What follows belongs to an exercise in optimizing a design on an open flow for small area; a production flow would make more cautious choices.
The RTL was checked by simulation tests, not by an equivalence proof against the original design.
Power and IR drop assume default switching activity.

Design exec_datapath, start of the top module:
module exec_datapath
(
  input  logic              clock,
  input  logic              reset,
  input  logic              reg_write,
  input  logic [ADDR_W-1:0] write_reg,
  input  logic [DATA_W-1:0] write_data,
  input  logic [ADDR_W-1:0] read_reg1,
  input  logic [ADDR_W-1:0] read_reg2,
  output logic [DATA_W-1:0] read_data1,
  output logic [DATA_W-1:0] read_data2,
  input  logic [5:0]        opcode,
  input  logic [5:0]        funct,
  input  logic [DATA_W-1:0] alu_a,
  input  logic [DATA_W-1:0] alu_b,
  output logic [2:0]        alu_con,
  output logic [DATA_W-1:0] alu_result,
  output logic              zero,
  output logic              overflow
);
  exec_pkg::alu_op_e w_alu_op;
  reg_file u_reg_file (
    .clock      (clock),
    .reset      (reset),
    .reg_write  (reg_write),
    .write_reg  (write_reg),
    .write_data (write_data),
    .read_reg1  (read_reg1),
    .read_reg2  (read_reg2),
    .read_data1 (read_data1),
    .read_data2 (read_data2)
  );
  always_comb begin
    w_alu_op = ALU_ADD;
    case (opcode)
      RTYPE: begin
        case (funct)
          FN_ADD, FN_ADDU: w_alu_op = ALU_ADD;
          FN_SUB, FN_SUBU: w_alu_op = ALU_SUB;
          FN_AND:          w_alu_op = ALU_AND;
          FN_OR:           w_alu_op = ALU_OR;
          FN_XOR:          w_alu_op = ALU_XOR;
          FN_NOR:          w_alu_op = ALU_NOR;
          FN_SLT:          w_alu_op = ALU_SLT;
          FN_SLTU:         w_alu_op = ALU_SLTU;
          default:         w_alu_op = ALU_ADD;
        endcase
      end
      ADDI:     w_alu_op = ALU_ADD;
      ANDI:     w_alu_op = ALU_AND;
      ORI:      w_alu_op = ALU_OR;
      LW, SW:   w_alu_op = ALU_ADD;
      BEQ, BNE: w_alu_op = ALU_SUB;
      J:        w_alu_op = ALU_ADD;
      default:  w_alu_op = ALU_ADD;
    endcase
  end
  assign alu_con = w_alu_op;
  ...
Size: ~1000 flip-flops, roughly 230 I/O pins.
clock: 8.0 ns
lec_check: 0
cap_margin: 10
core_margin: 2
core_utilization: 50
cts_buf_list: sky130_fd_sc_hd__clkbuf_4 sky130_fd_sc_hd__clkbuf_8
cts_cluster_diameter: 55
cts_cluster_size: 14
slew_margin: 10
standard.sh (not shown) runs the stock make flow with config.mk's settings and CLKGATE_MAP_FILE= SYNTH_SCRIPT=/design/flow/synth_recipe.tcl, a recipe that flattens the netlist after the stock synthesis.
==> flow/flow/run.sh <==
#!/bin/bash
# The standard layout (standard.sh) with these changes:
#  - synthesis: the standard flow's script with flow/hooks.tcl added (the RTL's gate
#    modules mapped to cells; abc maps the rest with flow/area.abc);
#    flip-flop mapping is the standard flow's;
#  - smaller port buffers;
#  - a clock tree built without dummy loads, with sinks clustered by
#    CTS_CLUSTER_SIZE and CTS_CLUSTER_DIAMETER;
# Each tool's full output goes to standard.log.
set -e
here=$(pwd)
export FLOW_FLOW_DIR=$here/flow
{ head -n 1 synth_recipe.tcl; cat flow/hooks.tcl; tail -n +2 synth_recipe.tcl; } > flow_synth.tcl
sed "s|SYNTH_SCRIPT=[^ ]*|SYNTH_SCRIPT=$here/flow_synth.tcl|" standard.sh > flow_standard.sh
bash flow_standard.sh \
  BUFFER_PORTS_ARGS="-buffer_cell sky130_fd_sc_hd__buf_1" \
  CTS_ARGS="-sink_clustering_enable -repair_clock_nets -dont_use_dummy_load -buf_list {sky130_fd_sc_hd__clkbuf_4 sky130_fd_sc_hd__clkbuf_8} -sink_clustering_size 14 -sink_clustering_max_diameter 55" \
  finish > standard.log 2>&1
==> flow/flow/area.abc <==
&get -n
&st
&syn2
&dch
&nf -a -R 1000
&put
==> flow/flow/hooks.tcl <==
# Additions to the standard flow's synthesis script. run.sh inserts this file after the
# first line of synth_recipe.tcl (the standard flow's synth wrapper), so both procs below
# wrap the commands that the rest of the standard flow's script calls.
set flow_dir $::env(FLOW_FLOW_DIR)

# The read ports are written in the RTL as small gate modules whose ports match
# library cells. Before the first synth call, their instances become those
# cells and the modules are dropped, so the read ports keep that structure.
rename synth synth_recipe
proc synth {args} {
  if { ![info exists ::gates_mapped] } {
    set ::gates_mapped 1
    foreach {mod cell} {
      gate_aoi222 sky130_fd_sc_hd__a222oi_1
      gate_aoi22  sky130_fd_sc_hd__a22oi_1
      gate_nand4  sky130_fd_sc_hd__nand4_1
      gate_nand3  sky130_fd_sc_hd__nand3_1
      gate_or3    sky130_fd_sc_hd__or3_1
      gate_ao21   sky130_fd_sc_hd__a21o_1
      gate_and2   sky130_fd_sc_hd__and2_1
      gate_xor2   sky130_fd_sc_hd__xor2_1
      gate_ha     sky130_fd_sc_hd__ha_1
    } {
      yosys chtype -map $mod $cell
      yosys delete $mod
    }
  }
  synth_recipe {*}$args
}

# abc maps the logic with an area script (flow/area.abc) in place of the
# speed script; the prefix adder and the read ports are already cells.
proc abc {args} {
  set i [lsearch $args -script]
  yosys abc {*}[lreplace $args $i [expr {$i + 1}] -script $::flow_dir/area.abc]
}
The baseline completed without violations.
Next try:
--- a/flow/flow/run.sh
+++ b/flow/flow/run.sh
@@ -17 +17 @@
-  CTS_ARGS="-sink_clustering_enable -repair_clock_nets -dont_use_dummy_load -buf_list {sky130_fd_sc_hd__clkbuf_4 sky130_fd_sc_hd__clkbuf_8} -sink_clustering_size 14 -sink_clustering_max_diameter 55" \
+  CTS_ARGS="-sink_clustering_enable -repair_clock_nets -dont_use_dummy_load -buf_list {sky130_fd_sc_hd__clkbuf_4 sky130_fd_sc_hd__clkbuf_8} -sink_clustering_size 16 -sink_clustering_max_diameter 60" \
CAP_MARGIN = 20   (was 10)
CORE_UTILIZATION = 45   (was 50)
CTS_CLUSTER_DIAMETER = 60   (was 55)
CTS_CLUSTER_SIZE = 16   (was 14)
SLEW_MARGIN = 20   (was 10)
Routed wire length falls by 1.4%. Via count falls by about 2%. Worst hold slack hardly moves. Flip-flop and latch count is unchanged. Die area rises by 11%. Maximum frequency rises by 2.2%. Total power falls by 2.0%. Non-clock buffer count rises by 17.

==> re-timing with driven ports <==
The results above use ideal ports. As a check the final layouts listed here were re-extracted and re-timed, cells and wires unchanged.
Step 1 (the two cells are an assumption about what drives the block):
set clk [get_ports {clock}]
set_driving_cell -lib_cell sky130_fd_sc_hd__clkbuf_16 $clk
set_driving_cell -lib_cell sky130_fd_sc_hd__buf_2 [delete_from_list [all_inputs] $clk]
Step 2 moves the port delays by t, midway between the first and last clock arrival at a register: inputs arrive t later, outputs are due t later. That takes back most of the time a late clock gives input paths.
a / b / c = ideal / step 1 / step 2; a / b = the first two.
run | shift t [ns] | slack for setup (ns) | worst setup path at the end
the first run | 0.773 | 0.129 / 0.107 / 0.107 | input to output
the second run | 0.793 | 0.298 / 0.278 / 0.278 | input to output
After both steps setup and hold are still met in every run listed. For the first run, which loses most, drivers alone change the setup slack by -0.022 ns; drivers and shift together by -0.022 ns.
